Source: an optimization exercise on an open RTL-to-GDS flow (aim: small area, a short achievable clock period and few clock cycles per item). Production flows keep margins and buffers that such runs may drop.
Where RTL was checked, it was by simulation tests only, not by an equivalence proof against the original.
Function not checked in run 1: the RTL went through the layout flow alone.
Power figures rest on the tool's default switching activity, not on a simulated workload.

## flow/design.v (module list and top-level ports; edited modules follow where they fit)
// module fc_layer_top: 1217 lines
// module fc_fa: 10 lines
module fc_layer_top #(
    parameter int ICH_B       = 4,
    parameter int OCH_B       = 2,
    parameter int OCH_T       = 4,
    parameter int SCALE_SHIFT = 8,
    parameter int RELU        = 1
) (
    input  logic                      clk,
    input  logic                      areset,
    input  logic                      i_run,
    output logic                      o_idle,
    output logic                      o_run,
    output logic                      o_done,
    output logic                      o_en_err,
    output fc_ctrl_pkg::in_addr_t     o_in_addr,
    output logic                      o_in_ce,
    input  fc_data_pkg::act_t         i_in_q,
    output fc_ctrl_pkg::w_addr_t      o_w_addr,
    output logic                      o_w_ce,
    input  fc_data_pkg::weight_word_t i_w_q,
    output fc_ctrl_pkg::och_idx_t     o_b_addr,
    output logic                      o_b_ce,
    input  fc_data_pkg::bias_t        i_b_q,
    output fc_ctrl_pkg::och_idx_t     o_out_addr,
    output logic                      o_out_ce,
    output fc_data_pkg::act_t         o_out_d
);
  // ...
==> flow/flow/run.sh <==
#!/bin/bash
# The standard layout (standard synthesis included, unchanged), with the
# port buffers made from buf_4 cells instead of the resizer's default choice
# (clkdlybuf4s50_1, a delay cell), and timing repair aiming at 9.5 ns of
# setup slack. All tool output goes to standard.log here; ORFS also keeps its
# per-step logs under orfs/logs.
export BUFFER_PORTS_ARGS="-buffer_cell sky130_fd_sc_hd__buf_4"
export SETUP_SLACK_MARGIN=9.5
bash standard.sh > standard.log 2>&1
==> flow/standard.sh <==
#!/bin/bash
# synth_recipe.tcl (not shown) runs the flow's synth.tcl, then flattens the netlist and writes it again
# the make line also repeats each setting of config.mk as NAME=value (left out here)
make -C /OpenROAD-flow-scripts/flow DESIGN_CONFIG=/design/flow/config.mk WORK_HOME=/design/flow/orfs CLKGATE_MAP_FILE= SYNTH_SCRIPT=/design/flow/synth_recipe.tcl "${@:-finish}"
==> flow/config.mk <==
export PLATFORM = sky130hd
export DESIGN_NAME = fc_layer_top
export DESIGN_NICKNAME = fc_layer_top
export VERILOG_FILES = /design/flow/design.v
export SDC_FILE = /design/flow/constraint.sdc
export NUM_CORES = 4
export LEC_CHECK = 0
export CAP_MARGIN = 20
export CORE_MARGIN = 2
export CORE_UTILIZATION = 60
export CTS_CLUSTER_DIAMETER = 100
export CTS_CLUSTER_SIZE = 30
export PLACE_DENSITY = 0.7
export SLEW_MARGIN = 20
export SYNTH_HIERARCHICAL = 1
export SYNTH_MINIMUM_KEEP_SIZE = 0
==> flow/constraint.sdc <==
create_clock -name core_clock -period 13.0 [get_ports {clk}]
set_input_delay 2.6000 -clock core_clock [delete_from_list [all_inputs] [get_ports {clk}]]
set_output_delay 2.6000 -clock core_clock [all_outputs]
set_load 0.01 [all_outputs]
==> impl_metrics.json, run 1 <==
{
  "status": "complete, no violations",
  "ys_types": 43,
  "fin_ws_ns": 9.45,
  "multi_input_area_mm2": 0.00726,
  "critPathKind": "reg -> out",
  "synth_flop_cell": "dfxtp_1",
  "pg_seq_uw": 1300,
  "critPathTopFamily": "flip-flops",
  "internal-power_uw": 2410,
  "synth_top_area_share": 0.343,
  "grt_setup_unrepaired": "true",
  "fillers": 1708,
  "synth-compound-area-share": 0.0949,
  "path_max_fanout": 3,
  "skew_ns": 0.0261,
  "synthMuxAreaShare": 0,
  "clock-sinks": 262,
  "multi_input_area_share": 0.494,
  "vias": 7861,
  "slew_viol_final": 0,
  "final_area_mm2": 0.0147,
  "p_comb_uw": 2340,
  "cts_made_buffers": 12,
  "seq_share": 0.381,
  "dieArea_mm2": 0.0236,
  "drcViolationCount": 0,
  "rows": 54,
  "firstDrtPassIters": 5,
  "met3_usage": 0.0457,
  "coreArea_mm2": 0.0219,
  "antenna_left": 0,
  "worst_hold_slack_ns": 0.336,
  "pwr-share-clk": 0.103,
  "layout-drive-gt1-share": 0.158,
  "synth_common_cells": "dfxtp_1, fa_1, xnor2_1",
  "cp.depth": 1,
  "startpoint_type": "register",
  "grt_pass1_wl_um": 43900,
  "start_util": 0.613,
  "yosysTopAreaCell": "dfxtp_1",
  "max_stage_delay_ns": 0.34
}
==> run 2: changes to the inputs <==
--- a/flow/design.v
+++ b/flow/design.v
@@ -124,31 +124,26 @@
         if (c[1:0] == 2'd0) begin
             act[0] <= sr1;
             act[1] <= sr2;
             act[2] <= sr3;
             act[3] <= i_in_q;
         end
     end
     logic [15:0] e_one, e_two, e_neg;
-    logic [2:0]  cnt0, cnt1, cnt2, cnt3;
     always_ff @(posedge clk) begin
         for (int l = 0; l < 4; l++) begin
             for (int i = 0; i < 4; i++) begin
                 e_neg[l * 4 + i] <= i_w_q[8 * l + 2 * i + 1];
                 e_one[l * 4 + i] <= i_w_q[8 * l + 2 * i]
                                   ^ ((i == 0) ? 1'b0 : i_w_q[8 * l + ((i == 0) ? 0 : 2 * i - 1)]);
                 e_two[l * 4 + i] <= (i_w_q[8 * l + 2 * i] == ((i == 0) ? 1'b0 : i_w_q[8 * l + ((i == 0) ? 0 : 2 * i - 1)]))
                                   && (i_w_q[8 * l + 2 * i + 1] != i_w_q[8 * l + 2 * i]);
             end
         end
-        cnt0 <= 3'(i_w_q[1])  + 3'(i_w_q[9])  + 3'(i_w_q[17]) + 3'(i_w_q[25]);
-        cnt1 <= 3'(i_w_q[3])  + 3'(i_w_q[11]) + 3'(i_w_q[19]) + 3'(i_w_q[27]);
-        cnt2 <= 3'(i_w_q[5])  + 3'(i_w_q[13]) + 3'(i_w_q[21]) + 3'(i_w_q[29]);
-        cnt3 <= 3'(i_w_q[7])  + 3'(i_w_q[15]) + 3'(i_w_q[23]) + 3'(i_w_q[31]);
     end
     logic [19:0] a_old;
     logic pp1;
     logic pp2;
     logic pp3;
     logic pp4;
     logic pp5;
     logic pp6;
@@ -295,72 +290,72 @@
     logic fs147;
     logic fc148;
     logic fs149;
     logic fc150;
     logic fs151;
     logic fc152;
     logic fs153;
     logic fc154;
-    logic hs155;
-    logic hc156;
+    logic fs155;
+    logic fc156;
     logic fs157;
     logic fc158;
-    logic fs159;
-    logic fc160;
+    logic hs159;
+    logic hc160;
     logic fs161;
     logic fc162;
     logic fs163;
     logic fc164;
-    logic hs165;
-    logic hc166;
+    logic fs165;
+    logic fc166;
     logic fs167;
     logic fc168;
-    logic fs169;
-    logic fc170;
+    logic hs169;
+    logic hc170;
     logic fs171;
     logic fc172;
     logic fs173;
     logic fc174;
     logic fs175;
     logic fc176;
     logic fs177;
     logic fc178;
-    logic fs179;
-    logic fc180;
-    logic hs181;
-    logic hc182;
+    logic hs179;
+    logic hc180;
+    logic fs181;
+    logic fc182;
     logic fs183;
     logic fc184;
-    logic fs185;
-    logic fc186;
+    logic hs185;
+    logic hc186;
     logic fs187;
     logic fc188;
     logic fs189;
     logic fc190;
     logic fs191;
     logic fc192;
     logic fs193;
     logic fc194;
-    logic hs195;
-    logic hc196;
+    logic fs195;
+    logic fc196;
     logic fs197;
     logic fc198;
     logic fs199;
     logic fc200;
-    logic fs201;
-    logic fc202;
-    logic hs203;
-    logic hc204;
+    logic hs201;
+    logic hc202;
+    logic fs203;
+    logic fc204;
     logic fs205;
     logic fc206;
     logic fs207;
     logic fc208;
-    logic fs209;
-    logic fc210;
+    logic hs209;
+    logic hc210;
     logic fs211;
     logic fc212;
     logic fs213;
     logic fc214;
     logic fs215;
     logic fc216;
     logic fs217;
     logic fc218;
@@ -391,44 +386,44 @@
     logic fs243;
     logic fc244;
     logic fs245;
     logic fc246;
     logic fs247;
     logic fc248;
     logic fs249;
     logic fc250;
-    logic hs251;
-    logic hc252;
+    logic fs251;
+    logic fc252;
     logic fs253;
     logic fc254;
     logic fs255;
     logic fc256;
-    logic fs257;
-    logic fc258;
-    logic hs259;
-    logic hc260;
+    logic hs257;
+    logic hc258;
+    logic fs259;
+    logic fc260;
     logic fs261;
     logic fc262;
     logic fs263;
     logic fc264;
     logic hs265;
     logic hc266;
-    logic fs267;
-    logic fc268;
+    logic hs267;
+    logic hc268;
     logic fs269;
     logic fc270;
     logic fs271;
     logic fc272;
     logic fs273;
     logic fc274;
     logic fs275;
     logic fc276;
-    logic fs277;
-    logic fc278;
+    logic hs277;
+    logic hc278;
     logic fs279;
     logic fc280;
     logic fs281;
     logic fc282;
     logic fs283;
     logic fc284;
     logic fs285;
     logic fc286;
@@ -465,38 +460,38 @@
     logic fs317;
     logic fc318;
     logic fs319;
     logic fc320;
     logic fs321;
     logic fc322;
     logic fs323;
     logic fc324;
-    logic hs325;
-    logic hc326;
+    logic fs325;
+    logic fc326;
     logic fs327;
     logic fc328;
     logic fs329;
     logic fc330;
     logic fs331;
     logic fc332;
-    logic hs333;
-    logic hc334;
+    logic fs333;
+    logic fc334;
     logic fs335;
     logic fc336;
-    logic fs337;
-    logic fc338;
+    logic hs337;
+    logic hc338;
     logic fs339;
     logic fc340;
     logic fs341;
     logic fc342;
     logic fs343;
     logic fc344;
-    logic fs345;
-    logic fc346;
+    logic hs345;
+    logic hc346;
     logic fs347;
     logic fc348;
     logic fs349;
     logic fc350;
     logic fs351;
     logic fc352;
     logic fs353;
     logic fc354;
@@ -527,32 +522,32 @@
     logic fs379;
     logic fc380;
     logic fs381;
     logic fc382;
     logic fs383;
     logic fc384;
     logic fs385;
     logic fc386;
-    logic hs387;
-    logic hc388;
-    logic hs389;
-    logic hc390;
+    logic fs387;
+    logic fc388;
+    logic fs389;
+    logic fc390;
     logic fs391;
     logic fc392;
     logic fs393;
     logic fc394;
     logic fs395;
     logic fc396;
     logic fs397;
     logic fc398;
-    logic fs399;
-    logic fc400;
-    logic fs401;
-    logic fc402;
+    logic hs399;
+    logic hc400;
+    logic hs401;
+    logic hc402;
     logic fs403;
     logic fc404;
     logic fs405;
     logic fc406;
     logic fs407;
     logic fc408;
     logic fs409;
     logic fc410;
@@ -561,30 +556,30 @@
     logic fs413;
     logic fc414;
     logic fs415;
     logic fc416;
     logic fs417;
     logic fc418;
     logic fs419;
     logic fc420;
-    logic hs421;
-    logic hc422;
+    logic fs421;
+    logic fc422;
     logic fs423;
     logic fc424;
     logic fs425;
     logic fc426;
     logic fs427;
     logic fc428;
     logic fs429;
     logic fc430;
     logic fs431;
     logic fc432;
-    logic fs433;
-    logic fc434;
+    logic hs433;
+    logic hc434;
     logic fs435;
     logic fc436;
     logic fs437;
     logic fc438;
     logic fs439;
     logic fc440;
     logic fs441;
     logic fc442;
@@ -595,21 +590,33 @@
     logic fs447;
     logic fc448;
     logic fs449;
     logic fc450;
     logic fs451;
     logic fc452;
     logic fs453;
     logic fc454;
-    logic hs455;
-    logic hc456;
-    logic hs457;
-    logic hc458;
-    logic hs459;
+    logic fs455;
+    logic fc456;
+    logic fs457;
+    logic fc458;
+    logic fs459;
+    logic fc460;
+    logic fs461;
+    logic fc462;
+    logic fs463;
+    logic fc464;
+    logic fs465;
+    logic fc466;
+    logic hs467;
+    logic hc468;
+    logic hs469;
+    logic hc470;
+    logic hs471;
     assign pp1 = (e_one[0] & act[0][0]) ^ e_neg[0];
     assign pp2 = ((e_one[0] & act[0][1]) | (e_two[0] & act[0][0])) ^ e_neg[0];
     assign pp3 = ((e_one[0] & act[0][2]) | (e_two[0] & act[0][1])) ^ e_neg[0];
     assign pp4 = ((e_one[0] & act[0][3]) | (e_two[0] & act[0][2])) ^ e_neg[0];
     assign pp5 = ((e_one[0] & act[0][4]) | (e_two[0] & act[0][3])) ^ e_neg[0];
     assign pp6 = ((e_one[0] & act[0][5]) | (e_two[0] & act[0][4])) ^ e_neg[0];
     assign pp7 = ((e_one[0] & act[0][6]) | (e_two[0] & act[0][5])) ^ e_neg[0];
     assign pp8 = ((e_one[0] & act[0][7]) | (e_two[0] & act[0][6])) ^ e_neg[0];
@@ -744,192 +751,200 @@
     assign pp137 = ((e_one[15] & act[3][1]) | (e_two[15] & act[3][0])) ^ e_neg[15];
     assign pp138 = ((e_one[15] & act[3][2]) | (e_two[15] & act[3][1])) ^ e_neg[15];
     assign pp139 = ((e_one[15] & act[3][3]) | (e_two[15] & act[3][2])) ^ e_neg[15];
     assign pp140 = ((e_one[15] & act[3][4]) | (e_two[15] & act[3][3])) ^ e_neg[15];
     assign pp141 = ((e_one[15] & act[3][5]) | (e_two[15] & act[3][4])) ^ e_neg[15];
     assign pp142 = ((e_one[15] & act[3][6]) | (e_two[15] & act[3][5])) ^ e_neg[15];
     assign pp143 = ((e_one[15] & act[3][7]) | (e_two[15] & act[3][6])) ^ e_neg[15];
     assign pp144 = ~(((e_one[15] & act[3][7]) | (e_two[15] & act[3][7])) ^ e_neg[15]);
-    fc_fa u_fs145 (.a(a_old[4]), .b(cnt1[2]), .c(cnt2[0]), .s(fs145), .co(fc146));
-    fc_fa u_fs147 (.a(a_old[5]), .b(cnt2[1]), .c(pp114), .s(fs147), .co(fc148));
-    fc_fa u_fs149 (.a(a_old[6]), .b(cnt2[2]), .c(cnt3[0]), .s(fs149), .co(fc150));
-    fc_fa u_fs151 (.a(pp100), .b(pp115), .c(pp122), .s(fs151), .co(fc152));
-    fc_fa u_fs153 (.a(pp129), .b(pp136), .c(pp14), .s(fs153), .co(fc154));
-    assign hs155 = pp21 ^ pp28;
-    assign hc156 = pp21 & pp28;
-    fc_fa u_fs157 (.a(a_old[7]), .b(cnt3[1]), .c(pp101), .s(fs157), .co(fc158));
-    fc_fa u_fs159 (.a(pp116), .b(pp123), .c(pp130), .s(fs159), .co(fc160));
-    fc_fa u_fs161 (.a(pp137), .b(pp15), .c(pp22), .s(fs161), .co(fc162));
-    fc_fa u_fs163 (.a(pp29), .b(pp44), .c(pp51), .s(fs163), .co(fc164));
-    assign hs165 = pp58 ^ pp65;
-    assign hc166 = pp58 & pp65;
-    fc_fa u_fs167 (.a(a_old[8]), .b(cnt3[2]), .c(pp102), .s(fs167), .co(fc168));
-    fc_fa u_fs169 (.a(pp117), .b(pp124), .c(pp131), .s(fs169), .co(fc170));
-    fc_fa u_fs171 (.a(pp138), .b(pp16), .c(pp23), .s(fs171), .co(fc172));
-    fc_fa u_fs173 (.a(pp30), .b(pp45), .c(pp52), .s(fs173), .co(fc174));
-    fc_fa u_fs175 (.a(pp59), .b(pp66), .c(pp81), .s(fs175), .co(fc176));
-    fc_fa u_fs177 (.a(a_old[9]), .b(pp103), .c(pp125), .s(fs177), .co(fc178));
-    fc_fa u_fs179 (.a(pp132), .b(pp139), .c(pp17), .s(fs179), .co(fc180));
-    assign hs181 = pp24 ^ pp31;
-    assign hc182 = pp24 & pp31;
-    assign fs183 = 1'b1 ^ a_old[10] ^ pp104;
-    assign fc184 = (1'b1 & a_old[10]) | (1'b1 & pp104) | (a_old[10] & pp104);
-    fc_fa u_fs185 (.a(pp126), .b(pp133), .c(pp140), .s(fs185), .co(fc186));
-    fc_fa u_fs187 (.a(a_old[2]), .b(cnt0[2]), .c(cnt1[0]), .s(fs187), .co(fc188));
-    fc_fa u_fs189 (.a(a_old[3]), .b(cnt1[1]), .c(pp11), .s(fs189), .co(fc190));
-    fc_fa u_fs191 (.a(fs145), .b(pp113), .c(pp12), .s(fs191), .co(fc192));
-    fc_fa u_fs193 (.a(pp120), .b(pp127), .c(pp19), .s(fs193), .co(fc194));
-    assign hs195 = pp41 ^ pp48;
-    assign hc196 = pp41 & pp48;
-    fc_fa u_fs197 (.a(fc146), .b(pp121), .c(pp128), .s(fs197), .co(fc198));
-    fc_fa u_fs199 (.a(pp13), .b(pp20), .c(pp42), .s(fs199), .co(fc200));
-    fc_fa u_fs201 (.a(pp49), .b(pp56), .c(pp6), .s(fs201), .co(fc202));
-    assign hs203 = pp78 ^ pp85;
-    assign hc204 = pp78 & pp85;
-    fc_fa u_fs205 (.a(fs149), .b(pp43), .c(pp50), .s(fs205), .co(fc206));
-    fc_fa u_fs207 (.a(pp57), .b(pp64), .c(pp7), .s(fs207), .co(fc208));
-    fc_fa u_fs209 (.a(pp79), .b(pp86), .c(pp93), .s(fs209), .co(fc210));
-    fc_fa u_fs211 (.a(hs155), .b(fc148), .c(fs151), .s(fs211), .co(fc212));
-    fc_fa u_fs213 (.a(fc150), .b(pp8), .c(pp80), .s(fs213), .co(fc214));
-    fc_fa u_fs215 (.a(pp87), .b(pp94), .c(hc156), .s(fs215), .co(fc216));
-    fc_fa u_fs217 (.a(hs165), .b(fc152), .c(fc154), .s(fs217), .co(fc218));
-    fc_fa u_fs219 (.a(fs157), .b(fs159), .c(fs161), .s(fs219), .co(fc220));
-    fc_fa u_fs221 (.a(pp88), .b(pp9), .c(pp95), .s(fs221), .co(fc222));
-    fc_fa u_fs223 (.a(hc166), .b(fc158), .c(fc160), .s(fs223), .co(fc224));
-    fc_fa u_fs225 (.a(fc162), .b(fc164), .c(fs167), .s(fs225), .co(fc226));
-    fc_fa u_fs227 (.a(fs169), .b(fs171), .c(fs173), .s(fs227), .co(fc228));
-    fc_fa u_fs229 (.a(pp53), .b(pp60), .c(pp67), .s(fs229), .co(fc230));
-    fc_fa u_fs231 (.a(pp89), .b(pp96), .c(hs181), .s(fs231), .co(fc232));
-    fc_fa u_fs233 (.a(fc168), .b(fc170), .c(fc172), .s(fs233), .co(fc234));
-    fc_fa u_fs235 (.a(fc174), .b(fc176), .c(fs177), .s(fs235), .co(fc236));
-    fc_fa u_fs237 (.a(pp18), .b(pp25), .c(pp32), .s(fs237), .co(fc238));
-    fc_fa u_fs239 (.a(pp54), .b(pp61), .c(pp68), .s(fs239), .co(fc240));
-    fc_fa u_fs241 (.a(pp90), .b(pp97), .c(hc182), .s(fs241), .co(fc242));
-    fc_fa u_fs243 (.a(fc178), .b(fc180), .c(fs183), .s(fs243), .co(fc244));
-    assign fs245 = 1'b1 ^ a_old[11] ^ pp105;
-    assign fc246 = (1'b1 & a_old[11]) | (1'b1 & pp105) | (a_old[11] & pp105);
-    fc_fa u_fs247 (.a(pp134), .b(pp141), .c(pp26), .s(fs247), .co(fc248));
-    fc_fa u_fs249 (.a(pp33), .b(pp62), .c(pp69), .s(fs249), .co(fc250));
-    assign hs251 = pp98 ^ fc184;
-    assign hc252 = pp98 & fc184;
-    fc_fa u_fs253 (.a(a_old[12]), .b(pp106), .c(pp135), .s(fs253), .co(fc254));
-    fc_fa u_fs255 (.a(pp142), .b(pp27), .c(pp34), .s(fs255), .co(fc256));
-    fc_fa u_fs257 (.a(fs187), .b(pp10), .c(pp111), .s(fs257), .co(fc258));
-    assign hs259 = pp118 ^ pp3;
-    assign hc260 = pp118 & pp3;
-    fc_fa u_fs261 (.a(fc188), .b(pp112), .c(pp119), .s(fs261), .co(fc262));
-    fc_fa u_fs263 (.a(pp4), .b(pp40), .c(pp47), .s(fs263), .co(fc264));
-    assign hs265 = pp76 ^ pp83;
-    assign hc266 = pp76 & pp83;
-    fc_fa u_fs267 (.a(pp5), .b(pp55), .c(pp77), .s(fs267), .co(fc268));
-    fc_fa u_fs269 (.a(pp84), .b(pp91), .c(hs195), .s(fs269), .co(fc270));
-    fc_fa u_fs271 (.a(fc190), .b(fs191), .c(fs193), .s(fs271), .co(fc272));
-    fc_fa u_fs273 (.a(pp92), .b(hc196), .c(hs203), .s(fs273), .co(fc274));
-    fc_fa u_fs275 (.a(fc192), .b(fc194), .c(fs147), .s(fs275), .co(fc276));
-    fc_fa u_fs277 (.a(fs197), .b(fs199), .c(fs201), .s(fs277), .co(fc278));
-    fc_fa u_fs279 (.a(hc204), .b(fc198), .c(fc200), .s(fs279), .co(fc280));
-    fc_fa u_fs281 (.a(fc202), .b(fs153), .c(fs205), .s(fs281), .co(fc282));
-    fc_fa u_fs283 (.a(fs207), .b(fs209), .c(fs211), .s(fs283), .co(fc284));
-    fc_fa u_fs285 (.a(fc206), .b(fc208), .c(fc210), .s(fs285), .co(fc286));
-    fc_fa u_fs287 (.a(fs163), .b(fs213), .c(fs215), .s(fs287), .co(fc288));
-    fc_fa u_fs289 (.a(fc212), .b(fs217), .c(fs219), .s(fs289), .co(fc290));
-    fc_fa u_fs291 (.a(fc214), .b(fs175), .c(fs221), .s(fs291), .co(fc292));
-    fc_fa u_fs293 (.a(fc216), .b(fc218), .c(fc220), .s(fs293), .co(fc294));
-    fc_fa u_fs295 (.a(fs223), .b(fs225), .c(fs227), .s(fs295), .co(fc296));
-    fc_fa u_fs297 (.a(fc222), .b(fs179), .c(fs229), .s(fs297), .co(fc298));
-    fc_fa u_fs299 (.a(fc224), .b(fs231), .c(fc226), .s(fs299), .co(fc300));
-    fc_fa u_fs301 (.a(fc228), .b(fs233), .c(fs235), .s(fs301), .co(fc302));
-    fc_fa u_fs303 (.a(fc230), .b(fs185), .c(fs237), .s(fs303), .co(fc304));
-    fc_fa u_fs305 (.a(fs239), .b(fc232), .c(fs241), .s(fs305), .co(fc306));
-    fc_fa u_fs307 (.a(fc234), .b(fc236), .c(fs243), .s(fs307), .co(fc308));
-    fc_fa u_fs309 (.a(fc186), .b(fc238), .c(fc240), .s(fs309), .co(fc310));
-    fc_fa u_fs311 (.a(fs245), .b(fs247), .c(fs249), .s(fs311), .co(fc312));
-    fc_fa u_fs313 (.a(fc242), .b(hs251), .c(fc244), .s(fs313), .co(fc314));
-    fc_fa u_fs315 (.a(pp63), .b(pp70), .c(pp99), .s(fs315), .co(fc316));
-    fc_fa u_fs317 (.a(fc246), .b(fc248), .c(fc250), .s(fs317), .co(fc318));
-    fc_fa u_fs319 (.a(fs253), .b(fs255), .c(hc252), .s(fs319), .co(fc320));
-    assign fs321 = 1'b1 ^ a_old[13] ^ pp107;
-    assign fc322 = (1'b1 & a_old[13]) | (1'b1 & pp107) | (a_old[13] & pp107);
-    fc_fa u_fs323 (.a(pp143), .b(pp35), .c(pp71), .s(fs323), .co(fc324));
-    assign hs325 = fc254 ^ fc256;
-    assign hc326 = fc254 & fc256;
-    fc_fa u_fs327 (.a(a_old[14]), .b(pp108), .c(pp144), .s(fs327), .co(fc328));
-    fc_fa u_fs329 (.a(a_old[0]), .b(cnt0[0]), .c(pp1), .s(fs329), .co(fc330));
-    fc_fa u_fs331 (.a(a_old[1]), .b(cnt0[1]), .c(pp110), .s(fs331), .co(fc332));
-    assign hs333 = pp2 ^ pp38;
-    assign hc334 = pp2 & pp38;
-    fc_fa u_fs335 (.a(pp39), .b(pp46), .c(pp75), .s(fs335), .co(fc336));
-    fc_fa u_fs337 (.a(pp82), .b(hs259), .c(fs257), .s(fs337), .co(fc338));
-    fc_fa u_fs339 (.a(hc260), .b(hs265), .c(fc258), .s(fs339), .co(fc340));
-    fc_fa u_fs341 (.a(fs189), .b(fs261), .c(fs263), .s(fs341), .co(fc342));
-    fc_fa u_fs343 (.a(hc266), .b(fc262), .c(fc264), .s(fs343), .co(fc344));
-    fc_fa u_fs345 (.a(fs267), .b(fs269), .c(fs271), .s(fs345), .co(fc346));
-    fc_fa u_fs347 (.a(fc268), .b(fc270), .c(fs273), .s(fs347), .co(fc348));
-    fc_fa u_fs349 (.a(fc272), .b(fs275), .c(fs277), .s(fs349), .co(fc350));
-    fc_fa u_fs351 (.a(fc274), .b(fc276), .c(fc278), .s(fs351), .co(fc352));
-    fc_fa u_fs353 (.a(fs279), .b(fs281), .c(fs283), .s(fs353), .co(fc354));
-    fc_fa u_fs355 (.a(fc280), .b(fc282), .c(fs285), .s(fs355), .co(fc356));
-    fc_fa u_fs357 (.a(fs287), .b(fc284), .c(fs289), .s(fs357), .co(fc358));
-    fc_fa u_fs359 (.a(fc286), .b(fs291), .c(fc288), .s(fs359), .co(fc360));
-    fc_fa u_fs361 (.a(fc290), .b(fs293), .c(fs295), .s(fs361), .co(fc362));
-    fc_fa u_fs363 (.a(fc292), .b(fs297), .c(fc294), .s(fs363), .co(fc364));
-    fc_fa u_fs365 (.a(fc296), .b(fs299), .c(fs301), .s(fs365), .co(fc366));
-    fc_fa u_fs367 (.a(fc298), .b(fs303), .c(fs305), .s(fs367), .co(fc368));
-    fc_fa u_fs369 (.a(fc300), .b(fc302), .c(fs307), .s(fs369), .co(fc370));
-    fc_fa u_fs371 (.a(fc304), .b(fs309), .c(fs311), .s(fs371), .co(fc372));
-    fc_fa u_fs373 (.a(fc306), .b(fc308), .c(fs313), .s(fs373), .co(fc374));
-    fc_fa u_fs375 (.a(fs315), .b(fc310), .c(fc312), .s(fs375), .co(fc376));
-    fc_fa u_fs377 (.a(fs317), .b(fs319), .c(fc314), .s(fs377), .co(fc378));
-    fc_fa u_fs379 (.a(fc316), .b(fs321), .c(fs323), .s(fs379), .co(fc380));
-    fc_fa u_fs381 (.a(hs325), .b(fc318), .c(fc320), .s(fs381), .co(fc382));
-    fc_fa u_fs383 (.a(pp36), .b(pp72), .c(fc322), .s(fs383), .co(fc384));
-    fc_fa u_fs385 (.a(fc324), .b(fs327), .c(hc326), .s(fs385), .co(fc386));
-    assign hs387 = 1'b1 ^ a_old[15];
-    assign hc388 = 1'b1 & a_old[15];
-    assign hs389 = pp109 ^ pp37;
-    assign hc390 = pp109 & pp37;
-    fc_fa u_fs391 (.a(pp74), .b(hs333), .c(fc330), .s(fs391), .co(fc392));
-    fc_fa u_fs393 (.a(hc334), .b(fc332), .c(fs335), .s(fs393), .co(fc394));
-    fc_fa u_fs395 (.a(fc336), .b(fc338), .c(fs339), .s(fs395), .co(fc396));
-    fc_fa u_fs397 (.a(fc340), .b(fc342), .c(fs343), .s(fs397), .co(fc398));
-    fc_fa u_fs399 (.a(fc344), .b(fs347), .c(fc346), .s(fs399), .co(fc400));
-    fc_fa u_fs401 (.a(fc348), .b(fc350), .c(fs351), .s(fs401), .co(fc402));
-    fc_fa u_fs403 (.a(fc352), .b(fs355), .c(fc354), .s(fs403), .co(fc404));
-    fc_fa u_fs405 (.a(fc356), .b(fs359), .c(fc358), .s(fs405), .co(fc406));
-    fc_fa u_fs407 (.a(fc360), .b(fs363), .c(fc362), .s(fs407), .co(fc408));
-    fc_fa u_fs409 (.a(fc364), .b(fs367), .c(fc366), .s(fs409), .co(fc410));
-    fc_fa u_fs411 (.a(fs371), .b(fc368), .c(fc370), .s(fs411), .co(fc412));
-    fc_fa u_fs413 (.a(fc372), .b(fs375), .c(fc374), .s(fs413), .co(fc414));
-    fc_fa u_fs415 (.a(fs379), .b(fc376), .c(fs381), .s(fs415), .co(fc416));
-    fc_fa u_fs417 (.a(fc380), .b(fs383), .c(fs385), .s(fs417), .co(fc418));
-    fc_fa u_fs419 (.a(hs387), .b(fc328), .c(fc384), .s(fs419), .co(fc420));
-    assign hs421 = r_cs_0_0 ^ r_cs_0_1;
-    assign hc422 = r_cs_0_0 & r_cs_0_1;
-    fc_fa u_fs423 (.a(r_cs_1_0), .b(r_cs_1_1), .c(r_cs_1_2), .s(fs423), .co(fc424));
-    fc_fa u_fs425 (.a(r_cs_2_0), .b(r_cs_2_1), .c(r_cs_2_2), .s(fs425), .co(fc426));
-    fc_fa u_fs427 (.a(r_cs_3_0), .b(r_cs_3_1), .c(r_cs_3_2), .s(fs427), .co(fc428));
-    fc_fa u_fs429 (.a(r_cs_4_0), .b(r_cs_4_1), .c(r_cs_4_2), .s(fs429), .co(fc430));
-    fc_fa u_fs431 (.a(r_cs_5_0), .b(r_cs_5_1), .c(r_cs_5_2), .s(fs431), .co(fc432));
-    fc_fa u_fs433 (.a(r_cs_6_0), .b(r_cs_6_1), .c(r_cs_6_2), .s(fs433), .co(fc434));
-    fc_fa u_fs435 (.a(r_cs_7_0), .b(r_cs_7_1), .c(r_cs_7_2), .s(fs435), .co(fc436));
-    fc_fa u_fs437 (.a(r_cs_8_0), .b(r_cs_8_1), .c(r_cs_8_2), .s(fs437), .co(fc438));
-    fc_fa u_fs439 (.a(r_cs_9_0), .b(r_cs_9_1), .c(r_cs_9_2), .s(fs439), .co(fc440));
-    fc_fa u_fs441 (.a(r_cs_10_0), .b(r_cs_10_1), .c(r_cs_10_2), .s(fs441), .co(fc442));
-    fc_fa u_fs443 (.a(r_cs_11_0), .b(r_cs_11_1), .c(r_cs_11_2), .s(fs443), .co(fc444));
-    fc_fa u_fs445 (.a(r_cs_12_0), .b(r_cs_12_1), .c(r_cs_12_2), .s(fs445), .co(fc446));
-    fc_fa u_fs447 (.a(r_cs_13_0), .b(r_cs_13_1), .c(r_cs_13_2), .s(fs447), .co(fc448));
-    fc_fa u_fs449 (.a(r_cs_14_0), .b(r_cs_14_1), .c(r_cs_14_2), .s(fs449), .co(fc450));
-    fc_fa u_fs451 (.a(r_cs_15_0), .b(r_cs_15_1), .c(r_cs_15_2), .s(fs451), .co(fc452));
-    fc_fa u_fs453 (.a(r_cs_16_0), .b(r_cs_16_1), .c(r_cs_16_2), .s(fs453), .co(fc454));
-    assign hs455 = r_cs_17_0 ^ r_cs_17_1;
-    assign hc456 = r_cs_17_0 & r_cs_17_1;
-    assign hs457 = r_cs_18_0 ^ r_cs_18_1;
-    assign hc458 = r_cs_18_0 & r_cs_18_1;
-    assign hs459 = r_cs_19_0 ^ r_cs_19_1;
+    fc_fa u_fs145 (.a(a_old[6]), .b(e_neg[11]), .c(e_neg[15]), .s(fs145), .co(fc146));
+    fc_fa u_fs147 (.a(a_old[4]), .b(e_neg[10]), .c(e_neg[14]), .s(fs147), .co(fc148));
+    fc_fa u_fs149 (.a(e_neg[2]), .b(e_neg[6]), .c(pp113), .s(fs149), .co(fc150));
+    fc_fa u_fs151 (.a(a_old[5]), .b(pp114), .c(pp121), .s(fs151), .co(fc152));
+    fc_fa u_fs153 (.a(e_neg[3]), .b(e_neg[7]), .c(fs145), .s(fs153), .co(fc154));
+    fc_fa u_fs155 (.a(pp100), .b(pp115), .c(pp122), .s(fs155), .co(fc156));
+    fc_fa u_fs157 (.a(pp129), .b(pp136), .c(pp14), .s(fs157), .co(fc158));
+    assign hs159 = pp21 ^ pp28;
+    assign hc160 = pp21 & pp28;
+    fc_fa u_fs161 (.a(a_old[7]), .b(fc146), .c(pp101), .s(fs161), .co(fc162));
+    fc_fa u_fs163 (.a(pp116), .b(pp123), .c(pp130), .s(fs163), .co(fc164));
+    fc_fa u_fs165 (.a(pp137), .b(pp15), .c(pp22), .s(fs165), .co(fc166));
+    fc_fa u_fs167 (.a(pp29), .b(pp44), .c(pp51), .s(fs167), .co(fc168));
+    assign hs169 = pp58 ^ pp65;
+    assign hc170 = pp58 & pp65;
+    fc_fa u_fs171 (.a(a_old[8]), .b(pp102), .c(pp117), .s(fs171), .co(fc172));
+    fc_fa u_fs173 (.a(pp124), .b(pp131), .c(pp138), .s(fs173), .co(fc174));
+    fc_fa u_fs175 (.a(pp16), .b(pp23), .c(pp30), .s(fs175), .co(fc176));
+    fc_fa u_fs177 (.a(pp45), .b(pp52), .c(pp59), .s(fs177), .co(fc178));
+    assign hs179 = pp66 ^ pp81;
+    assign hc180 = pp66 & pp81;
+    fc_fa u_fs181 (.a(a_old[9]), .b(pp103), .c(pp125), .s(fs181), .co(fc182));
+    fc_fa u_fs183 (.a(pp132), .b(pp139), .c(pp17), .s(fs183), .co(fc184));
+    assign hs185 = pp24 ^ pp31;
+    assign hc186 = pp24 & pp31;
+    assign fs187 = 1'b1 ^ a_old[10] ^ pp104;
+    assign fc188 = (1'b1 & a_old[10]) | (1'b1 & pp104) | (a_old[10] & pp104);
+    fc_fa u_fs189 (.a(pp126), .b(pp133), .c(pp140), .s(fs189), .co(fc190));
+    fc_fa u_fs191 (.a(a_old[2]), .b(e_neg[13]), .c(e_neg[1]), .s(fs191), .co(fc192));
+    fc_fa u_fs193 (.a(e_neg[5]), .b(e_neg[9]), .c(pp10), .s(fs193), .co(fc194));
+    fc_fa u_fs195 (.a(a_old[3]), .b(pp11), .c(pp112), .s(fs195), .co(fc196));
+    fc_fa u_fs197 (.a(fs147), .b(pp12), .c(pp120), .s(fs197), .co(fc198));
+    fc_fa u_fs199 (.a(pp127), .b(pp19), .c(pp41), .s(fs199), .co(fc200));
+    assign hs201 = pp48 ^ pp5;
+    assign hc202 = pp48 & pp5;
+    fc_fa u_fs203 (.a(fc148), .b(pp128), .c(pp13), .s(fs203), .co(fc204));
+    fc_fa u_fs205 (.a(pp20), .b(pp42), .c(pp49), .s(fs205), .co(fc206));
+    fc_fa u_fs207 (.a(pp56), .b(pp6), .c(pp78), .s(fs207), .co(fc208));
+    assign hs209 = pp85 ^ pp92;
+    assign hc210 = pp85 & pp92;
+    fc_fa u_fs211 (.a(pp43), .b(pp50), .c(pp57), .s(fs211), .co(fc212));
+    fc_fa u_fs213 (.a(pp64), .b(pp7), .c(pp79), .s(fs213), .co(fc214));
+    fc_fa u_fs215 (.a(pp86), .b(pp93), .c(hs159), .s(fs215), .co(fc216));
+    fc_fa u_fs217 (.a(fc152), .b(fs153), .c(fs155), .s(fs217), .co(fc218));
+    fc_fa u_fs219 (.a(pp8), .b(pp80), .c(pp87), .s(fs219), .co(fc220));
+    fc_fa u_fs221 (.a(pp94), .b(hc160), .c(hs169), .s(fs221), .co(fc222));
+    fc_fa u_fs223 (.a(fc154), .b(fc156), .c(fc158), .s(fs223), .co(fc224));
+    fc_fa u_fs225 (.a(fs161), .b(fs163), .c(fs165), .s(fs225), .co(fc226));
+    fc_fa u_fs227 (.a(pp88), .b(pp9), .c(pp95), .s(fs227), .co(fc228));
+    fc_fa u_fs229 (.a(hc170), .b(hs179), .c(fc162), .s(fs229), .co(fc230));
+    fc_fa u_fs231 (.a(fc164), .b(fc166), .c(fc168), .s(fs231), .co(fc232));
+    fc_fa u_fs233 (.a(fs171), .b(fs173), .c(fs175), .s(fs233), .co(fc234));
+    fc_fa u_fs235 (.a(pp53), .b(pp60), .c(pp67), .s(fs235), .co(fc236));
+    fc_fa u_fs237 (.a(pp89), .b(pp96), .c(hc180), .s(fs237), .co(fc238));
+    fc_fa u_fs239 (.a(hs185), .b(fc172), .c(fc174), .s(fs239), .co(fc240));
+    fc_fa u_fs241 (.a(fc176), .b(fc178), .c(fs181), .s(fs241), .co(fc242));
+    fc_fa u_fs243 (.a(pp18), .b(pp25), .c(pp32), .s(fs243), .co(fc244));
+    fc_fa u_fs245 (.a(pp54), .b(pp61), .c(pp68), .s(fs245), .co(fc246));
+    fc_fa u_fs247 (.a(pp90), .b(pp97), .c(hc186), .s(fs247), .co(fc248));
+    fc_fa u_fs249 (.a(fc182), .b(fc184), .c(fs187), .s(fs249), .co(fc250));
+    assign fs251 = 1'b1 ^ a_old[11] ^ pp105;
+    assign fc252 = (1'b1 & a_old[11]) | (1'b1 & pp105) | (a_old[11] & pp105);
+    fc_fa u_fs253 (.a(pp134), .b(pp141), .c(pp26), .s(fs253), .co(fc254));
+    fc_fa u_fs255 (.a(pp33), .b(pp62), .c(pp69), .s(fs255), .co(fc256));
+    assign hs257 = pp98 ^ fc188;
+    assign hc258 = pp98 & fc188;
+    fc_fa u_fs259 (.a(a_old[12]), .b(pp106), .c(pp135), .s(fs259), .co(fc260));
+    fc_fa u_fs261 (.a(pp142), .b(pp27), .c(pp34), .s(fs261), .co(fc262));
+    fc_fa u_fs263 (.a(a_old[0]), .b(e_neg[0]), .c(e_neg[12]), .s(fs263), .co(fc264));
+    assign hs265 = e_neg[4] ^ e_neg[8];
+    assign hc266 = e_neg[4] & e_neg[8];
+    assign hs267 = a_old[1] ^ pp110;
+    assign hc268 = a_old[1] & pp110;
+    fc_fa u_fs269 (.a(fs191), .b(pp111), .c(pp118), .s(fs269), .co(fc270));
+    fc_fa u_fs271 (.a(pp3), .b(pp39), .c(pp46), .s(fs271), .co(fc272));
+    fc_fa u_fs273 (.a(fc192), .b(pp119), .c(pp4), .s(fs273), .co(fc274));
+    fc_fa u_fs275 (.a(pp40), .b(pp47), .c(pp76), .s(fs275), .co(fc276));
+    assign hs277 = pp83 ^ fc194;
+    assign hc278 = pp83 & fc194;
+    fc_fa u_fs279 (.a(pp55), .b(pp77), .c(pp84), .s(fs279), .co(fc280));
+    fc_fa u_fs281 (.a(pp91), .b(hs201), .c(fc196), .s(fs281), .co(fc282));
+    fc_fa u_fs283 (.a(fs149), .b(fs197), .c(fs199), .s(fs283), .co(fc284));
+    fc_fa u_fs285 (.a(hc202), .b(hs209), .c(fc150), .s(fs285), .co(fc286));
+    fc_fa u_fs287 (.a(fc198), .b(fc200), .c(fs151), .s(fs287), .co(fc288));
+    fc_fa u_fs289 (.a(fs203), .b(fs205), .c(fs207), .s(fs289), .co(fc290));
+    fc_fa u_fs291 (.a(hc210), .b(fc204), .c(fc206), .s(fs291), .co(fc292));
+    fc_fa u_fs293 (.a(fc208), .b(fs157), .c(fs211), .s(fs293), .co(fc294));
+    fc_fa u_fs295 (.a(fs213), .b(fs215), .c(fs217), .s(fs295), .co(fc296));
+    fc_fa u_fs297 (.a(fc212), .b(fc214), .c(fs167), .s(fs297), .co(fc298));
+    fc_fa u_fs299 (.a(fs219), .b(fc216), .c(fs221), .s(fs299), .co(fc300));
+    fc_fa u_fs301 (.a(fc218), .b(fs223), .c(fs225), .s(fs301), .co(fc302));
+    fc_fa u_fs303 (.a(fc220), .b(fs177), .c(fs227), .s(fs303), .co(fc304));
+    fc_fa u_fs305 (.a(fc222), .b(fc224), .c(fc226), .s(fs305), .co(fc306));
+    fc_fa u_fs307 (.a(fs229), .b(fs231), .c(fs233), .s(fs307), .co(fc308));
+    fc_fa u_fs309 (.a(fc228), .b(fs183), .c(fs235), .s(fs309), .co(fc310));
+    fc_fa u_fs311 (.a(fs237), .b(fc230), .c(fc232), .s(fs311), .co(fc312));
+    fc_fa u_fs313 (.a(fc234), .b(fs239), .c(fs241), .s(fs313), .co(fc314));
+    fc_fa u_fs315 (.a(fc236), .b(fs189), .c(fs243), .s(fs315), .co(fc316));
+    fc_fa u_fs317 (.a(fs245), .b(fc238), .c(fs247), .s(fs317), .co(fc318));
+    fc_fa u_fs319 (.a(fc240), .b(fc242), .c(fs249), .s(fs319), .co(fc320));
+    fc_fa u_fs321 (.a(fc190), .b(fc244), .c(fc246), .s(fs321), .co(fc322));
+    fc_fa u_fs323 (.a(fs251), .b(fs253), .c(fs255), .s(fs323), .co(fc324));
+    fc_fa u_fs325 (.a(fc248), .b(hs257), .c(fc250), .s(fs325), .co(fc326));
+    fc_fa u_fs327 (.a(pp63), .b(pp70), .c(pp99), .s(fs327), .co(fc328));
+    fc_fa u_fs329 (.a(fc252), .b(fc254), .c(fc256), .s(fs329), .co(fc330));
+    fc_fa u_fs331 (.a(fs259), .b(fs261), .c(hc258), .s(fs331), .co(fc332));
+    assign fs333 = 1'b1 ^ a_old[13] ^ pp107;
+    assign fc334 = (1'b1 & a_old[13]) | (1'b1 & pp107) | (a_old[13] & pp107);
+    fc_fa u_fs335 (.a(pp143), .b(pp35), .c(pp71), .s(fs335), .co(fc336));
+    assign hs337 = fc260 ^ fc262;
+    assign hc338 = fc260 & fc262;
+    fc_fa u_fs339 (.a(a_old[14]), .b(pp108), .c(pp144), .s(fs339), .co(fc340));
+    fc_fa u_fs341 (.a(hs265), .b(fs263), .c(pp1), .s(fs341), .co(fc342));
+    fc_fa u_fs343 (.a(hc266), .b(fc264), .c(pp2), .s(fs343), .co(fc344));
+    assign hs345 = pp38 ^ pp74;
+    assign hc346 = pp38 & pp74;
+    fc_fa u_fs347 (.a(pp75), .b(pp82), .c(hc268), .s(fs347), .co(fc348));
+    fc_fa u_fs349 (.a(fs193), .b(fs269), .c(fs271), .s(fs349), .co(fc350));
+    fc_fa u_fs351 (.a(fc270), .b(fc272), .c(fs195), .s(fs351), .co(fc352));
+    fc_fa u_fs353 (.a(fs273), .b(fs275), .c(hs277), .s(fs353), .co(fc354));
+    fc_fa u_fs355 (.a(fc274), .b(fc276), .c(fs279), .s(fs355), .co(fc356));
+    fc_fa u_fs357 (.a(hc278), .b(fs281), .c(fs283), .s(fs357), .co(fc358));
+    fc_fa u_fs359 (.a(fc280), .b(fc282), .c(fc284), .s(fs359), .co(fc360));
+    fc_fa u_fs361 (.a(fs285), .b(fs287), .c(fs289), .s(fs361), .co(fc362));
+    fc_fa u_fs363 (.a(fc286), .b(fc288), .c(fc290), .s(fs363), .co(fc364));
+    fc_fa u_fs365 (.a(fs291), .b(fs293), .c(fs295), .s(fs365), .co(fc366));
+    fc_fa u_fs367 (.a(fc292), .b(fc294), .c(fs297), .s(fs367), .co(fc368));
+    fc_fa u_fs369 (.a(fs299), .b(fc296), .c(fs301), .s(fs369), .co(fc370));
+    fc_fa u_fs371 (.a(fc298), .b(fs303), .c(fc300), .s(fs371), .co(fc372));
+    fc_fa u_fs373 (.a(fc302), .b(fs305), .c(fs307), .s(fs373), .co(fc374));
+    fc_fa u_fs375 (.a(fc304), .b(fs309), .c(fc306), .s(fs375), .co(fc376));
+    fc_fa u_fs377 (.a(fs311), .b(fc308), .c(fs313), .s(fs377), .co(fc378));
+    fc_fa u_fs379 (.a(fc310), .b(fs315), .c(fc312), .s(fs379), .co(fc380));
+    fc_fa u_fs381 (.a(fs317), .b(fc314), .c(fs319), .s(fs381), .co(fc382));
+    fc_fa u_fs383 (.a(fc316), .b(fs321), .c(fs323), .s(fs383), .co(fc384));
+    fc_fa u_fs385 (.a(fc318), .b(fc320), .c(fs325), .s(fs385), .co(fc386));
+    fc_fa u_fs387 (.a(fs327), .b(fc322), .c(fc324), .s(fs387), .co(fc388));
+    fc_fa u_fs389 (.a(fs329), .b(fs331), .c(fc326), .s(fs389), .co(fc390));
+    fc_fa u_fs391 (.a(fc328), .b(fs333), .c(fs335), .s(fs391), .co(fc392));
+    fc_fa u_fs393 (.a(hs337), .b(fc330), .c(fc332), .s(fs393), .co(fc394));
+    fc_fa u_fs395 (.a(pp36), .b(pp72), .c(fc334), .s(fs395), .co(fc396));
+    fc_fa u_fs397 (.a(fc336), .b(fs339), .c(hc338), .s(fs397), .co(fc398));
+    assign hs399 = 1'b1 ^ a_old[15];
+    assign hc400 = 1'b1 & a_old[15];
+    assign hs401 = pp109 ^ pp37;
+    assign hc402 = pp109 & pp37;
+    fc_fa u_fs403 (.a(hs267), .b(hs345), .c(fc342), .s(fs403), .co(fc404));
+    fc_fa u_fs405 (.a(hc346), .b(fc344), .c(fs347), .s(fs405), .co(fc406));
+    fc_fa u_fs407 (.a(fc348), .b(fc350), .c(fs351), .s(fs407), .co(fc408));
+    fc_fa u_fs409 (.a(fc352), .b(fs355), .c(fc354), .s(fs409), .co(fc410));
+    fc_fa u_fs411 (.a(fc356), .b(fc358), .c(fs359), .s(fs411), .co(fc412));
+    fc_fa u_fs413 (.a(fc360), .b(fc362), .c(fs363), .s(fs413), .co(fc414));
+    fc_fa u_fs415 (.a(fc364), .b(fs367), .c(fc366), .s(fs415), .co(fc416));
+    fc_fa u_fs417 (.a(fc368), .b(fs371), .c(fc370), .s(fs417), .co(fc418));
+    fc_fa u_fs419 (.a(fc372), .b(fs375), .c(fc374), .s(fs419), .co(fc420));
+    fc_fa u_fs421 (.a(fc376), .b(fs379), .c(fc378), .s(fs421), .co(fc422));
+    fc_fa u_fs423 (.a(fs383), .b(fc380), .c(fc382), .s(fs423), .co(fc424));
+    fc_fa u_fs425 (.a(fc384), .b(fs387), .c(fc386), .s(fs425), .co(fc426));
+    fc_fa u_fs427 (.a(fs391), .b(fc388), .c(fs393), .s(fs427), .co(fc428));
+    fc_fa u_fs429 (.a(fc392), .b(fs395), .c(fs397), .s(fs429), .co(fc430));
+    fc_fa u_fs431 (.a(hs399), .b(fc340), .c(fc396), .s(fs431), .co(fc432));
+    assign hs433 = r_cs_0_0 ^ r_cs_0_1;
+    assign hc434 = r_cs_0_0 & r_cs_0_1;
+    fc_fa u_fs435 (.a(r_cs_1_0), .b(r_cs_1_1), .c(r_cs_1_2), .s(fs435), .co(fc436));
+    fc_fa u_fs437 (.a(r_cs_2_0), .b(r_cs_2_1), .c(r_cs_2_2), .s(fs437), .co(fc438));
+    fc_fa u_fs439 (.a(r_cs_3_0), .b(r_cs_3_1), .c(r_cs_3_2), .s(fs439), .co(fc440));
+    fc_fa u_fs441 (.a(r_cs_4_0), .b(r_cs_4_1), .c(r_cs_4_2), .s(fs441), .co(fc442));
+    fc_fa u_fs443 (.a(r_cs_5_0), .b(r_cs_5_1), .c(r_cs_5_2), .s(fs443), .co(fc444));
+    fc_fa u_fs445 (.a(r_cs_6_0), .b(r_cs_6_1), .c(r_cs_6_2), .s(fs445), .co(fc446));
+    fc_fa u_fs447 (.a(r_cs_7_0), .b(r_cs_7_1), .c(r_cs_7_2), .s(fs447), .co(fc448));
+    fc_fa u_fs449 (.a(r_cs_8_0), .b(r_cs_8_1), .c(r_cs_8_2), .s(fs449), .co(fc450));
+    fc_fa u_fs451 (.a(r_cs_9_0), .b(r_cs_9_1), .c(r_cs_9_2), .s(fs451), .co(fc452));
+    fc_fa u_fs453 (.a(r_cs_10_0), .b(r_cs_10_1), .c(r_cs_10_2), .s(fs453), .co(fc454));
+    fc_fa u_fs455 (.a(r_cs_11_0), .b(r_cs_11_1), .c(r_cs_11_2), .s(fs455), .co(fc456));
+    fc_fa u_fs457 (.a(r_cs_12_0), .b(r_cs_12_1), .c(r_cs_12_2), .s(fs457), .co(fc458));
+    fc_fa u_fs459 (.a(r_cs_13_0), .b(r_cs_13_1), .c(r_cs_13_2), .s(fs459), .co(fc460));
+    fc_fa u_fs461 (.a(r_cs_14_0), .b(r_cs_14_1), .c(r_cs_14_2), .s(fs461), .co(fc462));
+    fc_fa u_fs463 (.a(r_cs_15_0), .b(r_cs_15_1), .c(r_cs_15_2), .s(fs463), .co(fc464));
+    fc_fa u_fs465 (.a(r_cs_16_0), .b(r_cs_16_1), .c(r_cs_16_2), .s(fs465), .co(fc466));
+    assign hs467 = r_cs_17_0 ^ r_cs_17_1;
+    assign hc468 = r_cs_17_0 & r_cs_17_1;
+    assign hs469 = r_cs_18_0 ^ r_cs_18_1;
+    assign hc470 = r_cs_18_0 & r_cs_18_1;
+    assign hs471 = r_cs_19_0 ^ r_cs_19_1;
     logic r_cs_0_0;
     logic r_cs_0_1;
     logic r_cs_0_2;
     logic r_cs_1_0;
     logic r_cs_1_1;
     logic r_cs_1_2;
     logic r_cs_2_0;
     logic r_cs_2_1;
@@ -978,136 +993,136 @@
     logic r_cs_16_2;
     logic r_cs_17_0;
     logic r_cs_17_1;
     logic r_cs_18_0;
     logic r_cs_18_1;
     logic r_cs_19_0;
     logic r_cs_19_1;
     always_ff @(posedge clk) begin
-        r_cs_0_0 <= hs389;
+        r_cs_0_0 <= hs401;
         r_cs_0_1 <= pp73;
-        r_cs_0_2 <= fs329;
-        r_cs_1_0 <= hc390;
-        r_cs_1_1 <= fs391;
-        r_cs_1_2 <= fs331;
-        r_cs_2_0 <= fc392;
-        r_cs_2_1 <= fs393;
-        r_cs_2_2 <= fs337;
-        r_cs_3_0 <= fc394;
-        r_cs_3_1 <= fs395;
-        r_cs_3_2 <= fs341;
-        r_cs_4_0 <= fc396;
-        r_cs_4_1 <= fs397;
-        r_cs_4_2 <= fs345;
-        r_cs_5_0 <= fc398;
-        r_cs_5_1 <= fs399;
-        r_cs_5_2 <= fs349;
-        r_cs_6_0 <= fc400;
-        r_cs_6_1 <= fs401;
-        r_cs_6_2 <= fs353;
-        r_cs_7_0 <= fc402;
-        r_cs_7_1 <= fs403;
-        r_cs_7_2 <= fs357;
-        r_cs_8_0 <= fc404;
-        r_cs_8_1 <= fs405;
-        r_cs_8_2 <= fs361;
-        r_cs_9_0 <= fc406;
-        r_cs_9_1 <= fs407;
-        r_cs_9_2 <= fs365;
-        r_cs_10_0 <= fc408;
-        r_cs_10_1 <= fs409;
-        r_cs_10_2 <= fs369;
-        r_cs_11_0 <= fc410;
-        r_cs_11_1 <= fs411;
-        r_cs_11_2 <= fs373;
-        r_cs_12_0 <= fc412;
-        r_cs_12_1 <= fs413;
-        r_cs_12_2 <= fs377;
-        r_cs_13_0 <= fc414;
-        r_cs_13_1 <= fs415;
-        r_cs_13_2 <= fc378;
-        r_cs_14_0 <= fc416;
-        r_cs_14_1 <= fs417;
-        r_cs_14_2 <= fc382;
-        r_cs_15_0 <= fc418;
-        r_cs_15_1 <= fs419;
-        r_cs_15_2 <= fc386;
-        r_cs_16_0 <= fc420;
+        r_cs_0_2 <= fs341;
+        r_cs_1_0 <= hc402;
+        r_cs_1_1 <= fs403;
+        r_cs_1_2 <= fs343;
+        r_cs_2_0 <= fc404;
+        r_cs_2_1 <= fs405;
+        r_cs_2_2 <= fs349;
+        r_cs_3_0 <= fc406;
+        r_cs_3_1 <= fs407;
+        r_cs_3_2 <= fs353;
+        r_cs_4_0 <= fc408;
+        r_cs_4_1 <= fs409;
+        r_cs_4_2 <= fs357;
+        r_cs_5_0 <= fc410;
+        r_cs_5_1 <= fs411;
+        r_cs_5_2 <= fs361;
+        r_cs_6_0 <= fc412;
+        r_cs_6_1 <= fs413;
+        r_cs_6_2 <= fs365;
+        r_cs_7_0 <= fc414;
+        r_cs_7_1 <= fs415;
+        r_cs_7_2 <= fs369;
+        r_cs_8_0 <= fc416;
+        r_cs_8_1 <= fs417;
+        r_cs_8_2 <= fs373;
+        r_cs_9_0 <= fc418;
+        r_cs_9_1 <= fs419;
+        r_cs_9_2 <= fs377;
+        r_cs_10_0 <= fc420;
+        r_cs_10_1 <= fs421;
+        r_cs_10_2 <= fs381;
+        r_cs_11_0 <= fc422;
+        r_cs_11_1 <= fs423;
+        r_cs_11_2 <= fs385;
+        r_cs_12_0 <= fc424;
+        r_cs_12_1 <= fs425;
+        r_cs_12_2 <= fs389;
+        r_cs_13_0 <= fc426;
+        r_cs_13_1 <= fs427;
+        r_cs_13_2 <= fc390;
+        r_cs_14_0 <= fc428;
+        r_cs_14_1 <= fs429;
+        r_cs_14_2 <= fc394;
+        r_cs_15_0 <= fc430;
+        r_cs_15_1 <= fs431;
+        r_cs_15_2 <= fc398;
+        r_cs_16_0 <= fc432;
         r_cs_16_1 <= a_old[16];
-        r_cs_16_2 <= hc388;
+        r_cs_16_2 <= hc400;
         r_cs_17_0 <= 1'b1;
         r_cs_17_1 <= a_old[17];
         r_cs_18_0 <= 1'b1;
         r_cs_18_1 <= a_old[18];
         r_cs_19_0 <= 1'b1;
         r_cs_19_1 <= a_old[19];
     end
     logic [19:0] s2_sum;
     logic [7:0]  quant;
     logic cg_0_0, cp_0_0;
-    assign cg_0_0 = hs421 & r_cs_0_2;
-    assign cp_0_0 = hs421 ^ r_cs_0_2;
+    assign cg_0_0 = hs433 & r_cs_0_2;
+    assign cp_0_0 = hs433 ^ r_cs_0_2;
     logic cg_1_1, cp_1_1;
-    assign cg_1_1 = hc422 & fs423;
-    assign cp_1_1 = hc422 ^ fs423;
+    assign cg_1_1 = hc434 & fs435;
+    assign cp_1_1 = hc434 ^ fs435;
     logic cg_2_2, cp_2_2;
-    assign cg_2_2 = fc424 & fs425;
-    assign cp_2_2 = fc424 ^ fs425;
+    assign cg_2_2 = fc436 & fs437;
+    assign cp_2_2 = fc436 ^ fs437;
     logic cg_3_3, cp_3_3;
-    assign cg_3_3 = fc426 & fs427;
-    assign cp_3_3 = fc426 ^ fs427;
+    assign cg_3_3 = fc438 & fs439;
+    assign cp_3_3 = fc438 ^ fs439;
     logic cg_4_4, cp_4_4;
-    assign cg_4_4 = fc428 & fs429;
-    assign cp_4_4 = fc428 ^ fs429;
+    assign cg_4_4 = fc440 & fs441;
+    assign cp_4_4 = fc440 ^ fs441;
     logic cg_5_5, cp_5_5;
-    assign cg_5_5 = fc430 & fs431;
-    assign cp_5_5 = fc430 ^ fs431;
+    assign cg_5_5 = fc442 & fs443;
+    assign cp_5_5 = fc442 ^ fs443;
     logic cg_6_6, cp_6_6;
-    assign cg_6_6 = fc432 & fs433;
-    assign cp_6_6 = fc432 ^ fs433;
+    assign cg_6_6 = fc444 & fs445;
+    assign cp_6_6 = fc444 ^ fs445;
     logic cg_7_7, cp_7_7;
-    assign cg_7_7 = fc434 & fs435;
-    assign cp_7_7 = fc434 ^ fs435;
+    assign cg_7_7 = fc446 & fs447;
+    assign cp_7_7 = fc446 ^ fs447;
     logic cg_8_8, cp_8_8;
-    assign cg_8_8 = fc436 & fs437;
-    assign cp_8_8 = fc436 ^ fs437;
+    assign cg_8_8 = fc448 & fs449;
+    assign cp_8_8 = fc448 ^ fs449;
     logic cg_9_9, cp_9_9;
-    assign cg_9_9 = fc438 & fs439;
-    assign cp_9_9 = fc438 ^ fs439;
+    assign cg_9_9 = fc450 & fs451;
+    assign cp_9_9 = fc450 ^ fs451;
     logic cg_10_10, cp_10_10;
-    assign cg_10_10 = fc440 & fs441;
-    assign cp_10_10 = fc440 ^ fs441;
+    assign cg_10_10 = fc452 & fs453;
+    assign cp_10_10 = fc452 ^ fs453;
     logic cg_11_11, cp_11_11;
-    assign cg_11_11 = fc442 & fs443;
-    assign cp_11_11 = fc442 ^ fs443;
+    assign cg_11_11 = fc454 & fs455;
+    assign cp_11_11 = fc454 ^ fs455;
     logic cg_12_12, cp_12_12;
-    assign cg_12_12 = fc444 & fs445;
-    assign cp_12_12 = fc444 ^ fs445;
+    assign cg_12_12 = fc456 & fs457;
+    assign cp_12_12 = fc456 ^ fs457;
     logic cg_13_13, cp_13_13;
-    assign cg_13_13 = fc446 & fs447;
-    assign cp_13_13 = fc446 ^ fs447;
+    assign cg_13_13 = fc458 & fs459;
+    assign cp_13_13 = fc458 ^ fs459;
     logic cg_14_14, cp_14_14;
-    assign cg_14_14 = fc448 & fs449;
-    assign cp_14_14 = fc448 ^ fs449;
+    assign cg_14_14 = fc460 & fs461;
+    assign cp_14_14 = fc460 ^ fs461;
     logic cg_15_15, cp_15_15;
-    assign cg_15_15 = fc450 & fs451;
-    assign cp_15_15 = fc450 ^ fs451;
+    assign cg_15_15 = fc462 & fs463;
+    assign cp_15_15 = fc462 ^ fs463;
     logic cg_16_16, cp_16_16;
-    assign cg_16_16 = fc452 & fs453;
-    assign cp_16_16 = fc452 ^ fs453;
+    assign cg_16_16 = fc464 & fs465;
+    assign cp_16_16 = fc464 ^ fs465;
     logic cg_17_17, cp_17_17;
-    assign cg_17_17 = fc454 & hs455;
-    assign cp_17_17 = fc454 ^ hs455;
+    assign cg_17_17 = fc466 & hs467;
+    assign cp_17_17 = fc466 ^ hs467;
     logic cg_18_18, cp_18_18;
-    assign cg_18_18 = hc456 & hs457;
-    assign cp_18_18 = hc456 ^ hs457;
+    assign cg_18_18 = hc468 & hs469;
+    assign cp_18_18 = hc468 ^ hs469;
     logic cg_19_19, cp_19_19;
-    assign cg_19_19 = hc458 & hs459;
-    assign cp_19_19 = hc458 ^ hs459;
+    assign cg_19_19 = hc470 & hs471;
+    assign cp_19_19 = hc470 ^ hs471;
     logic cg_1_0, cp_1_0;
     assign cg_1_0 = cg_1_1 | (cp_1_1 & cg_0_0);
     assign cp_1_0 = cp_1_1 & cp_0_0;
     logic cg_3_2, cp_3_2;
     assign cg_3_2 = cg_3_3 | (cp_3_3 & cg_2_2);
     assign cp_3_2 = cp_3_3 & cp_2_2;
     logic cg_5_4, cp_5_4;
     assign cg_5_4 = cg_5_5 | (cp_5_5 & cg_4_4);
==> flow/flow/run.sh (replaced) <==
#!/bin/bash
# The standard layout (standard synthesis included, unchanged), with the
# port buffers made from buf_4 cells instead of the resizer's default choice
# (clkdlybuf4s50_1, a delay cell). All tool output goes to standard.log here;
# ORFS also keeps its per-step logs under orfs/logs.
export BUFFER_PORTS_ARGS="-buffer_cell sky130_fd_sc_hd__buf_4"
bash standard.sh > standard.log 2>&1
==> run 2 against run 1 <==
Still clean. Die area fell by 3.3%. Non-clock buffer count fell by 19. Worst hold slack barely moved. Flip-flop and latch count fell by 12. Synthesized cell count fell by 2.8%. Synthesized area fell by 3.4%. First-iteration DRC count fell by 1.8%. Final cell count fell by 3.8%. Via count fell by 2.7%. Largest cell class unchanged.
==> impl_metrics.json, run 2 <==
{
  "status": "complete, no violations",
  "clock-sinks": 250,
  "largest_reg_flops": 32,
  "worstMarginPinSlew_ns": 0.849,
  "grt_setup_unrepaired": "false",
  "nNetsFinal": 1359,
  "max_cap_violations": 0,
  "hpwlAfterDp_um": 22300,
  "htreeDepth": 1,
  "synth_flop_cell": "dfxtp_1",
  "vias_per_cell": 5.52,
  "routedWlPerCell_um": 20.0,
  "num_antenna_cells": 0,
  "ys_types": 40,
  "critPathKind": "reg -> reg",
  "finalCriticalPeriod_ns": 3.82,
  "r2r_setup_slack_ns": 9.18,
  "timing.fmax_mhz": 262,
  "swShare": 0.411,
  "clk_pin_slew_ns": 0.10,
  "ys_top_cells_by_area": "dfxtp_1, fa_1, xnor2_1, edfxtp_1, a22oi_1",
  "cts_made_buffers": 12,
  "startpoint_type": "register",
  "power_frac_comb": 0.574,
  "drcViolationCount": 0,
  "dieHeight_um": 151,
  "pre_cts_ws_ns": 9.16,
  "slew_viol_final": 0,
  "synth.avg_cell_area_um2": 11.9,
  "syn2layout_area_growth_pct": 7.10,
  "layout-drive-gt1-share": 0.0999,
  "start_util": 0.614,
  "max-slew-margin-rel": 0.434,
  "firstDrtPassIters": 6,
  "portBuffers": 88,
  "worst_ep_required_time_ns": 13.34,
  "setup_violations": 0,
  "root_buffer": "clkbuf_16",
  "cp-end-kind": "register",
  "path_max_fanout": 7,
  "clk_latency_ns": 0.49,
  "skew_ns": 0.0177,
  "grt_pass1_wl_um": 43200,
  "routed_wirelength_um": 27700,
  "p_switching_uw": 1620,
  "die_w_um": 151,
  "internal-power_uw": 2320,
  "ir_drop_mv": 0.144,
  "synth.most_common_cell": "dfxtp_1",
  "whs_path_depth": 0,
  "hold_buffers": 0,
  "pwr-share-clk": 0.107,
  "ctsResizeCount": 0,
  "ff2ff_path_depth": 10,
  "period_share": 0.294,
  "drtIter0Drc": 497,
  "fin_ws_ns": 9.18,
  "yosysSeqAreaShare": 0.410,
  "yosys_warnings": 8,
  "dieArea_mm2": 0.0228,
  "synth_enable_flop_cells": 32,
  "grt_usage": 0.252,
  "hold_viol": 0,
  "vias": 7650,
  "postCtsSetupBuffers": 0,
  "fillers": 1669,
  "io_pins": 113,
  "placed_area_mm2": 0.0135,
  "async_flop_share": 0,
  "top_register": "act",
  "grt_pass1_vias": 7609,
  "power.leakage_uw": 0.00565,
  "rows": 53,
  "final_common_cell": "dfxtp_1",
  "rr_endpoint": "r_out_d[5]",
  "synthCells": 1095,
  "p_seq_frac": 0.319,
  "antenna_left": 0,
  "netlist_area_mm2": 0.0130,
  "setup-tns-final_ns": 0,
  "clockBufferDepth": 3,
  "final_util": 0.657,
  "gp_congestion": 0.978,
  "globalRouteOverflowTotal": 0,
  "cts_tree": "yes",
  "grt_max_degree": 33,
  "synth_common_cells": "dfxtp_1, fa_1, xnor2_1",
  "hold_path.startpoint": "a3[2]",
  "final_area_mm2": 0.0139,
  "cellPowerDensity_mw_per_mm2": 283,
  "final_cell_mix": "dfxtp_1, fa_1, xnor2_1",
  "synth_top_area_share": 0.336,
  "hp-class": "reg -> reg",
  "hold_end": "a2[2]",
  "coreArea_mm2": 0.0212,
  "reg2reg_from": "r_cs_1_0",
  "yosysTopAreaCell": "dfxtp_1",
  "cp_data_arrival_time_ns": 4.16,
  "synth_seq_cells": 250,
  "antenna_found_initial": 0
}
## run 2: changes by cell type after synthesis, sizes merged, moves of 5 or more
cell | before | now
dfxtp | 230 | 218
nand2 | 80 | 94
nand3 | 9 | 2
inv | 53 | 34
nor2 | 14 | 19
buf | 53 | 37
or3 | 6 | 1
clkbuf | 61 | 77
ha | 45 | 39
nand2b | 8 | 2
## run 2: routing by layer
| metal | track usage | part of all wire |
|---|---|---|
| met4 | 0.0421 | 0.015 |
| met2 | 0.393 | 0.45 |
| met5 | 0 | 0 |
| met3 | 0.0560 | 0.071 |
| met1 | 0.370 | 0.46 |
## run 2: layout make-up
| cell class | instances | area [µm²] | share of cell area |
|---|---|---|---|
| Clock buffer | 15 | 333 | 0.0239 |
| Clock inverter | 2 | 25.0 | 0.00180 |
| Inverter | 34 | 128 | 0.00918 |
| Multi-Input combinational cell | 720 | 7070 | 0.509 |
| Sequential cell | 250 | 5330 | 0.383 |
| Tap cell | 275 | 344 | 0.0248 |
| Timing Repair Buffer | 90 | 676 | 0.0486 |
## run 2: cells by family (layout without fill, tap and decap cells)
family                   after synthesis  after routing  synth area share
XOR/XNOR                             174            174             0.117
buffers and inverters                148            141            0.0517
other                                  1             24          0.000289
AO/OA/AOI/OAI                        185            185            0.0985
adder cells (fa/ha/maj)              192            192             0.274
flip-flops                           250            250             0.410
AND/OR/NAND/NOR                      145            145            0.0482
## run 2: how the worst max path moves through the flow
stage                     startpoint         end  slack (ns)  cells past startpoint
after floorplan               areset      r_b_ce        9.55                      4
after global placement      r_cs_1_0  r_out_d[5]        9.30                     10
after detailed placement    r_cs_1_0  r_out_d[3]        9.16                     10
after CTS                   r_cs_1_0  r_out_d[5]        9.15                     10
after global routing        r_cs_1_0  r_out_d[1]        8.90                     10
final                       r_cs_1_0  r_out_d[5]        9.18                     10
## run 2: per-module statistics from Yosys, one instance, submodules excluded
module | area, µm² | copies in the design | cells inside
fc_layer_top | 10100 | 1 | 952
fc_fa | 20.0 | 143 | 1
## run 2: metrics by stage
step,power [µW],hold WS [ns],instances
floorplan,2850,0.310,1118
CTS,3950,0.337,1386
global route,4320,0.343,1386
finish,3940,0.336,1386
detailed placement,3530,0.312,1369
global placement,3420,0.310,1369
## run 2: power by group through the flow
stage          sequential (µW)  clock, µW  combinational, µW
2_1_floorplan             1180          0               1670
3_3_place_gp              1270          0               2150
3_5_place_dp              1270          0               2260
4_1_cts                   1250        436               2260
5_1_grt                   1280        461               2580
6_report                  1260        421               2260
## run 2: critical path, cell delays in order (launching register included)
cell,delay [ns]
dfxtp_1,0.34
fa_1,0.51
fa_1,0.48
a211o_1,0.30
a211o_1,0.36
a21boi_1,0.24
o21ai_0,0.15
fa_1,0.39
xor2_1,0.17
nor4_2,0.58
a21oi_1,0.15
Testbench counts of run 2, summed over its fixed seeds: cycles 20,480, runs 512.

==> static timing again, ports no longer ideal <==
No port has a modelled driver above. Below, the same layouts with a new extraction and two added sets of constraints.
Step 1 (the two cells are an assumption about what drives the block):
set clk [get_ports {clk}]
set_driving_cell -lib_cell sky130_fd_sc_hd__clkbuf_16 $clk
set_driving_cell -lib_cell sky130_fd_sc_hd__buf_2 [delete_from_list [all_inputs] $clk]
Step 2 adds t to the input delays and takes it off the output delays; t is the mean of the earliest and latest rising clock arrival at the registers after step 1. Input paths then give back, and output paths get back, about the clock's delay inside the block.
Slacks: ideal ports / drivers / drivers and shift; pairs: ideal ports / drivers.
run | t, ns | setup slack, ns | latest minus earliest clock arrival (ns) | slew at the worst register clock pin (ns)
run 1 | 0.530 | 9.445 / 9.400 / 9.086 | 0.029 / 0.029 | 0.11 / 0.11
run 2 | 0.526 | 9.181 / 9.181 / 9.181 | 0.019 / 0.019 | 0.11 / 0.11
After both steps setup and hold are still met in every run listed. For run 1, which loses most, drivers alone change the setup slack by -0.045 ns; drivers and shift together by -0.359 ns.
